What follows belongs to an exercise in optimizing a design on an open flow for small area, a short achievable clock period and few clock cycles; a production flow would make more cautious choices. In this exercise RTL edits were held to simulation tests only and were not proved equivalent to the original. Power and IR drop assume default switching activity.

<file path="design.v">
module gte_ram #(
    parameter int WIDTH = 8,
    parameter int DEPTH = 16
) (
    input  logic                     i_clk,
    input  logic                     i_we,
    input  logic [$clog2(DEPTH)-1:0] i_waddr,
    input  logic [WIDTH-1:0]         i_wdata,
    input  logic [$clog2(DEPTH)-1:0] i_raddr,
    output logic [WIDTH-1:0]         o_rdata
);
    logic [WIDTH-1:0] r_mem [DEPTH];
    logic [WIDTH-1:0] r_rdata;
    always_ff @(posedge i_clk) begin
        if (i_we) begin
            r_mem[i_waddr] <= i_wdata;
        end
        r_rdata <= r_mem[i_raddr];
    end
    assign o_rdata = r_rdata;
endmodule
module graph_traversal_engine (
    input  logic             i_clk,
    input  logic             i_rst_n,
    input  logic             i_in_valid,
    output logic             o_in_ready,
    input  logic [13:0]      i_in_data,
    output logic             o_out_valid,
    input  logic             i_out_ready,
    output logic [8:0]       o_out_data,
    input  logic             i_cfg_we,
    input  logic [6:0]       i_cfg_data
);
    localparam int NE = 256;
    localparam int NV = 64;
    localparam logic [1:0] OP_ADD_EDGE = 2'd0;
    localparam logic [1:0] OP_BFS      = 2'd1;
    localparam logic [1:0] OP_DFS      = 2'd2;
    localparam logic [1:0] STAT_OK         = 2'd0;
    localparam logic [1:0] STAT_BAD_VTX    = 2'd1;
    localparam logic [1:0] STAT_STORE_FULL = 2'd2;
    logic [1:0] w_op;
    logic [5:0] w_u, w_w;
    assign w_op = i_in_data[13:12];
    assign w_u  = i_in_data[11:6];
    assign w_w  = i_in_data[5:0];
    logic              r_trav;         
    logic              r_dfs;          
    logic [8:0]        r_cnt;          
    logic [6:0]        r_vcnt;         
    logic [5:0]        r_x;            
    logic [5:0]        r_m;            
    logic [6:0]        r_len;          
    logic [6:0]        r_ridx;         
    logic [5:0]        r_hv;           
    logic [NE*6-1:0]   r_ea;           
    logic [NE*6-1:0]   r_ed;           
    logic [NE-1:0]     r_va, r_vb;     
    logic [NV*6-1:0]   r_list;         
    logic [8:0]        r_fifo [4];
    logic [1:0]        r_fwp, r_frp;
    logic [2:0]        r_fcnt;
    logic w_bad_u, w_bad_w;
    assign w_bad_u = !r_vcnt[6] && (w_u >= r_vcnt[5:0]);
    assign w_bad_w = !r_vcnt[6] && (w_w >= r_vcnt[5:0]);
    logic [15:0] w_hi_gt, w_hi_eq, w_lo_gt;
    always_comb begin
        for (int j = 0; j < 16; j++) begin
            w_hi_gt[j] = r_cnt[8] || (4'(j) < r_cnt[7:4]);
            w_hi_eq[j] = !r_cnt[8] && (4'(j) == r_cnt[7:4]);
            w_lo_gt[j] = 4'(j) < r_cnt[3:0];
        end
    end
    logic [NE-1:0] w_hit;
    logic [NE-1:0] w_va_n, w_vb_n;
    for (genvar e = 0; e < NE; e++) begin : g_edge
        logic [5:0] a, d, xa, ma;
        logic       eqa, eqb, ema, emb, va, vb, vld;
        assign a   = r_ea[6*e +: 6];
        assign d   = r_ed[6*e +: 6];
        assign xa  = a ^ r_x;
        assign ma  = a ^ r_m;
        assign eqa = (xa == 6'd0);
        assign eqb = (xa == d);
        assign ema = (ma == 6'd0);
        assign emb = (ma == d);
        assign va  = r_va[e] | eqa | ema;
        assign vb  = r_vb[e] | eqb | emb;
        assign vld = w_hi_gt[e / 16] || (w_hi_eq[e / 16] && w_lo_gt[e % 16]);
        assign w_hit[e]  = vld && ((eqa && !vb) || (eqb && !va));
        assign w_va_n[e] = r_trav && va;
        assign w_vb_n[e] = r_trav && vb;
    end
    logic [2*NE-1:1]   t_v;
    logic [2*NE*6-1:6] t_d;
    for (genvar e = 0; e < NE; e++) begin : g_leaf
        assign t_v[NE + e] = w_hit[e];
        assign t_d[6*(NE + e) +: 6] = r_ed[6*e +: 6];
    end
    for (genvar i = 1; i < NE; i++) begin : g_node
        assign t_v[i] = t_v[2*i] | t_v[2*i+1];
        assign t_d[6*i +: 6] = t_v[2*i] ? t_d[6*(2*i) +: 6] : t_d[6*(2*i+1) +: 6];
    end
    logic       w_found;
    logic [5:0] w_nb;
    logic       w_nb_ok;
    assign w_found = t_v[1];
    assign w_nb    = r_x ^ t_d[11:6];
    assign w_nb_ok = r_vcnt[6] || (w_nb < r_vcnt[5:0]);
    logic [5:0] w_lrd;
    assign w_lrd = r_list[6*r_ridx[5:0] +: 6];
    logic       w_can_enq;
    logic       w_accept;
    logic       w_enq;
    logic [8:0] w_enq_data;
    logic       w_deq;
    logic       w_ewe;
    logic       w_lwe;
    logic       n_trav, n_dfs;
    logic [8:0] n_cnt;
    logic [5:0] n_x, n_m, n_hv;
    logic [6:0] n_ridx;
    logic [6:0] n_len;
    assign w_can_enq = !r_fcnt[2];
    assign o_in_ready = !r_trav && w_can_enq;
    assign w_accept = i_in_valid && o_in_ready;
    assign w_deq = (r_fcnt != 3'd0) && i_out_ready;
    always_comb begin
        n_trav = r_trav;
        n_dfs  = r_dfs;
        n_cnt  = r_cnt;
        n_x    = r_x;
        n_m    = r_m;
        n_len  = r_len;
        n_ridx = r_ridx;
        n_hv   = r_hv;
        w_enq  = 1'b0;
        w_enq_data = {6'd0, 1'b1, STAT_OK};
        w_ewe  = 1'b0;
        w_lwe  = 1'b0;
        if (!r_trav) begin
            if (w_accept) begin
                case (w_op)
                    OP_ADD_EDGE: begin
                        w_enq = 1'b1;
                        if (w_bad_u || w_bad_w) begin
                            w_enq_data = {6'd0, 1'b1, STAT_BAD_VTX};
                        end else if (r_cnt[8]) begin
                            w_enq_data = {6'd0, 1'b1, STAT_STORE_FULL};
                        end else begin
                            w_ewe = 1'b1;
                            n_cnt = r_cnt + 9'd1;
                        end
                    end
                    OP_BFS, OP_DFS: begin
                        if (w_bad_u) begin
                            w_enq = 1'b1;
                            w_enq_data = {6'd0, 1'b1, STAT_BAD_VTX};
                        end else begin
                            n_trav = 1'b1;
                            n_dfs  = (w_op == OP_DFS);
                            n_x    = w_u;
                            n_m    = w_u;
                            n_hv   = w_u;
                            n_len  = 7'd1;
                            n_ridx = (w_op == OP_DFS) ? 7'h7f : 7'd1;
                            w_lwe  = 1'b1;
                        end
                    end
                    default: ;
                endcase
            end
        end else if (w_can_enq) begin
            if (w_found && !w_nb_ok) begin
                n_m = w_nb;
            end else if (w_found) begin
                w_enq      = 1'b1;
                w_enq_data = {r_hv, 1'b0, STAT_OK};
                n_hv       = w_nb;
                w_lwe      = 1'b1;
                n_len      = r_len + 7'd1;
                n_m        = w_nb;
                if (r_dfs) begin
                    n_x    = w_nb;
                    n_ridx = r_len - 7'd1;
                end
            end else begin
                if (r_dfs ? (r_len == 7'd1) : (r_ridx == r_len)) begin
                    w_enq      = 1'b1;
                    w_enq_data = {r_hv, 1'b1, STAT_OK};
                    n_trav     = 1'b0;
                end else begin
                    n_x = w_lrd;
                    if (r_dfs) begin
                        n_len  = r_len - 7'd1;
                        n_ridx = r_ridx - 7'd1;
                    end else begin
                        n_ridx = r_ridx + 7'd1;
                    end
                end
            end
        end
    end
    always_ff @(posedge i_clk) begin
        if (!i_rst_n) begin
            r_trav <= 1'b0;
            r_cnt  <= '0;
            r_vcnt <= 7'd64;
            r_fwp  <= '0;
            r_frp  <= '0;
            r_fcnt <= '0;
        end else begin
            r_trav <= n_trav;
            r_cnt  <= n_cnt;
            if (i_cfg_we) begin
                r_vcnt <= i_cfg_data;
            end
            if (w_enq) begin
                r_fwp <= r_fwp + 2'd1;
            end
            if (w_deq) begin
                r_frp <= r_frp + 2'd1;
            end
            r_fcnt <= r_fcnt + {2'd0, w_enq} - {2'd0, w_deq};
        end
    end
    always_ff @(posedge i_clk) begin
        r_dfs  <= n_dfs;
        r_x    <= n_x;
        r_m    <= n_m;
        r_len  <= n_len;
        r_ridx <= n_ridx;
        r_hv   <= n_hv;
        r_va   <= w_va_n;
        r_vb   <= w_vb_n;
        if (w_enq) begin
            r_fifo[r_fwp] <= w_enq_data;
        end
    end
    for (genvar e = 0; e < NE; e++) begin : g_store
        always_ff @(posedge i_clk) begin
            if (w_ewe && (r_cnt[7:0] == 8'(e))) begin
                r_ea[6*e +: 6] <= w_u;
                r_ed[6*e +: 6] <= w_u ^ w_w;
            end
        end
    end
    for (genvar k = 0; k < NV; k++) begin : g_list
        always_ff @(posedge i_clk) begin
            if (w_lwe && (r_trav ? (r_len[5:0] == 6'(k)) : (k == 0))) begin
                r_list[6*k +: 6] <= r_trav ? w_nb : w_u;
            end
        end
    end
    assign o_out_valid = (r_fcnt != 3'd0);
    assign o_out_data  = r_fifo[r_frp];
endmodule
</file>
<file path="config.mk">
export PLATFORM = sky130hd
export DESIGN_NAME = graph_traversal_engine
export DESIGN_NICKNAME = graph_traversal_engine
export VERILOG_FILES = /design/flow/design.v
export SDC_FILE = /design/flow/constraint.sdc
export NUM_CORES = 4
export LEC_CHECK = 0
export CAP_MARGIN = 20
export CORE_MARGIN = 2
export CORE_UTILIZATION = 40
export SLEW_MARGIN = 20
</file>
<file path="run.sh">
#!/bin/bash
# synth_recipe.tcl (not shown) runs the flow's synth.tcl, then flattens the netlist and writes it again
# the make line also repeats each setting of config.mk as NAME=value (left out here)
make -C /OpenROAD-flow-scripts/flow DESIGN_CONFIG=/design/flow/config.mk WORK_HOME=/design/flow/orfs CLKGATE_MAP_FILE= SYNTH_SCRIPT=/design/flow/synth_recipe.tcl finish
</file>
<file path="constraint.sdc">
create_clock -name core_clock -period 8.0 [get_ports {i_clk}]
set_input_delay 1.6000 -clock core_clock [delete_from_list [all_inputs] [get_ports {i_clk}]]
set_output_delay 1.6000 -clock core_clock [all_outputs]
set_load 0.01 [all_outputs]
</file>
==> run summary <==
[cells in the mapped netlist, drive strengths merged (45+ instances only)]
cell type  number  share of area, %
a211o          54              0.18
a211oi        105              0.30
a21o           60              0.17
a21oi         312              0.59
a311oi         99              0.33
a31o           45              0.15
a31oi         137              0.34
and2           60              0.14
and3           47              0.11
buf          1510               3.9
clkbuf        640              0.94
dfxtp         538               4.1
edfxtp       3525                40
inv           376              0.53
mux2           69              0.29
mux2i         256              0.97
mux4          135               1.1
nand2         508              0.72
nand2b         47              0.11
nand3         187              0.35
nand4         821               2.0
nor2         1345               1.9
nor2b          49              0.12
nor3          840               1.6
nor3b         105              0.30
nor4          273              0.69
nor4b         117              0.42
nor4bb         53              0.20
o211ai        144              0.41
o21a           59              0.17
o21ai         364              0.75
o22ai          46              0.12
o31ai         171              0.50
or4b           59              0.22
xnor2        3478                11
xnor3        1938                16
xor2         1499               4.9
[cell type report]
| class | instances | area (µm²) |
|---|---|---|
| antenna | 59 | 148 |
| clock buffer | 577 | 12300 |
| clock inverter | 284 | 3340 |
| fill | 58700 | 360000 |
| inverter | 377 | 1430 |
| multi-input combinational | 14200 | 137000 |
| sequential | 4063 | 117000 |
| tap | 8729 | 10900 |
| timing repair buffer | 1971 | 19500 |
[state kept, by name (all words and copies together), names as in the netlist, 7 cells and up, named ones only]
register and cells:
r_cnt 9, r_vb 256, r_ed 1536, r_ea 1536
r_ridx 7, r_list 384, r_vcnt 7, r_fifo 36
r_va 256, r_len 7
[worst min-delay path by stage]
stage / from / to / cells after the start
after detailed placement: r_va[233] / r_va[233] / 2
after floorplan: r_vb[86] / r_vb[86] / 2
after CTS: r_va[233] / r_va[233] / 2
final: r_va[181] / r_va[181] / 2
after global routing: r_va[181] / r_va[181] / 2
after global placement: r_vb[86] / r_vb[86] / 2
[per-layer routing]
layer / track usage [%] / vias up / part of all wire, %
met5: 0 / - / 0.024
met4: 11.3 / 32 / 4.8
met1: 36.2 / 89300 / 40
met2: 41.1 / 9725 / 45
met3: 5.51 / 1878 / 11
li1: - / 75400 / -
[through the flow]
stage               worst slack, ps  hold WS, ps  area [µm²]
floorplan                       823          426      265000
detailed placement            -1390          446      281000
global placement              -1410          438      281000
global route                   -133          462      301000
finish                        -77.0          453      301000
CTS                            18.1          455      298000
[worst max-delay path: cells and delay by family (launching register included)]
kind,cells,cell delay (ps)
DFF,1,460
buffers and inverters,7,1170
AOI/OAI and AO/OA,12,2970
and+or+nand+nor,7,1400
adders and majority gates,4,1060
xor gates and xnor gates,3,710
[kinds of logic after synthesis]
kind of cell               synth area share (%)
AOI/OAI and AO/OA                          5.57
xor gates and xnor gates                   33.0
adders and majority gates                 0.204
buffers and inverters                      5.42
DFF                                        44.0
muxes                                      2.40
and+or+nand+nor                            9.47
[power by group through the flow]
stage	logic [mW]	clock network [mW]	registers, mW
2_1_floorplan	10.5	0	23.9
3_3_place_gp	14.5	0	23.9
3_5_place_dp	14.5	0	23.9
4_1_cts	14.9	22.5	23.4
5_1_grt	16.0	23.3	23.4
6_report	15.4	22.2	23.4
[timing repair]
action,CTS,global route
endpoints found under the setup margin,479,477
gates cloned,12,17
buffers inserted,48,99
hold endpoints to repair,0,0
pin swaps,46,128
hold buffers,0,0
resized for setup,174,338
==> run summary <==
- Status: finished with violations
- Failed Checks: negative setup slack
- Routed WL: 931000 µm
- Setup TNS Final: -2530 ps
- Period utilisation layout: 101%
- Pint: 43.7 mW
- DR vias/cell: between 5 and 6
- Die Ht: 818 µm
- Initial antenna violation count: 80
- Post-Synthesis Cells: around 21000
- Worst r2r path cells: 33
- Main synth FF type: edfxtp_1
- Clock transition at path regs: approximately 60 ps
- CP endpoint kind: register
- Post-Syn Area: between 0.2 and 0.3 mm²
- Final core utilization: 45.6%
- Reg2reg start: r_x[4]
- Via count: roughly 180k
- Sw Pwr: 17.4 mW
- Gate power share: between 20 and 30%
- Syn Area/Cell: between 10 and 15 µm²
- IO Count: 37
- Vias in the first global route: 171000
- Slowest cell on the critical path: or4_1
- Placer Congestion: 0.951
- Commonest non-fill, non-tap cell in the layout: edfxtp_1
- Core Box Area: around 0.66 mm²
- Layout net count: 21100
- Pwr dens: roughly 200 mW/mm²
- Critical path startpoint: r_x[4]
- Clock Skew: 95.4 ps
- Total Power: about 60 mW
- Ys Warns: 1
- Min-Delay Path Class: register to register
- CP required: 8980 ps
- Number of flops mapped to enable cells by yosys: 3525
- Starting density of the core: 40.1%
- Worst-Margin Slew: 1130 ps
- Remaining DRCs: 0
- P&R area growth vs syn: 13.6%
- Worst vdd ir: 0.000201 V
- Die width: 818 µm
- Max-Cap Viols: 0
- Seq/Total Area, Yosys: 44.0%
- Crit path to: r_fcnt[2]
- Final setup violation count: approximately 130
- Port buffer count: 36
- WL/cell: 30.8 µm
- Crit start category: register
- Slew Viols, Final: 0
- Yosys cell types: 133
- Critical path class: register to register
- Final Instance Count excl. Fillers: about 30000
- GRT overflow: 0
- Root buffer cell: clkbuf_16
- Worst R2R End: r_fcnt[2]
- Largest stage delay, worst path: 560 ps
- Detail Route Antenna Nets: 0
- Clock sink count: 4063
- DRT Pass-1 Iters: 6
- Final worst setup slack: -77.0 ps
- CTS tree: done
- CTS Buf Count: around 460
- Gr usage total: 26.5%
- Worst Path Arrival: 9060 ps
- Leak: 114 nW
- Async S/R FF share, synth: 0%
- Layout cells sized above 1: 16.8%
- Net Sw Frac: 28.4%
- Commonest cells after routing, fill and taps aside: 3525 x edfxtp_1, 3475 x xnor2_1, 1938 x xnor3_1, 1581 x buf_4, 1492 x xor2_1
- Iter 0 DRT Violations: around 22000
- Row Count: 299
- RSZ-0062 raised after global routing: yes
- Number of synthesized register bits: 4063
- Relative slew slack: between 20% and 30%
- Largest net degree at the start of global routing: 100
- Fmax: roughly 120 MHz
- Worst-case clock buffer depth: 4
- Clock share of power: 36.4%
- Final Hold Viols: 0
- Flop pwr share: 38.3%
- Die ar.: 0.670 mm²
- Minimum clock period: 8080 ps
- Synth Net Count: about 21000
- Critical path fanouts, max: 37
- First-pass GRT wire length: 1290000 µm
- Maximum level of the CTS H-tree: 5
- HPWL Detailed: 623000 µm
- Placed cells: 29100
- R2R setup slack: -80 ps
- Clock latency on the worst-skew pair: 1110 ps
Testbench counts, summed over its fixed seeds: cycles 17,607.

## separate check: timing with driven ports
The results above use ideal ports. As a check the final layout listed here was re-extracted and re-timed, cells and wires unchanged. Step 1: set_driving_cell puts a clkbuf_16 on i_clk and a buf_2 on each other input, an assumption about the parent block. Step 2, shift: input delay + t, output delay - t, t = (earliest + latest rising clock arrival at the registers) / 2. This alone moves slack from input paths to output paths. Three values: ideal ports, drivers, drivers and shift; two values: the first two.
t, ns: 1.191
slack for setup (ns): -0.077 / -0.077 / -0.077
clock arrival spread, ns: 0.105 / 0.106
cell pins on the clock port's net: 1
The setup slack of this run moves by 0.000 ns with the drivers and by 0.000 ns with both steps.
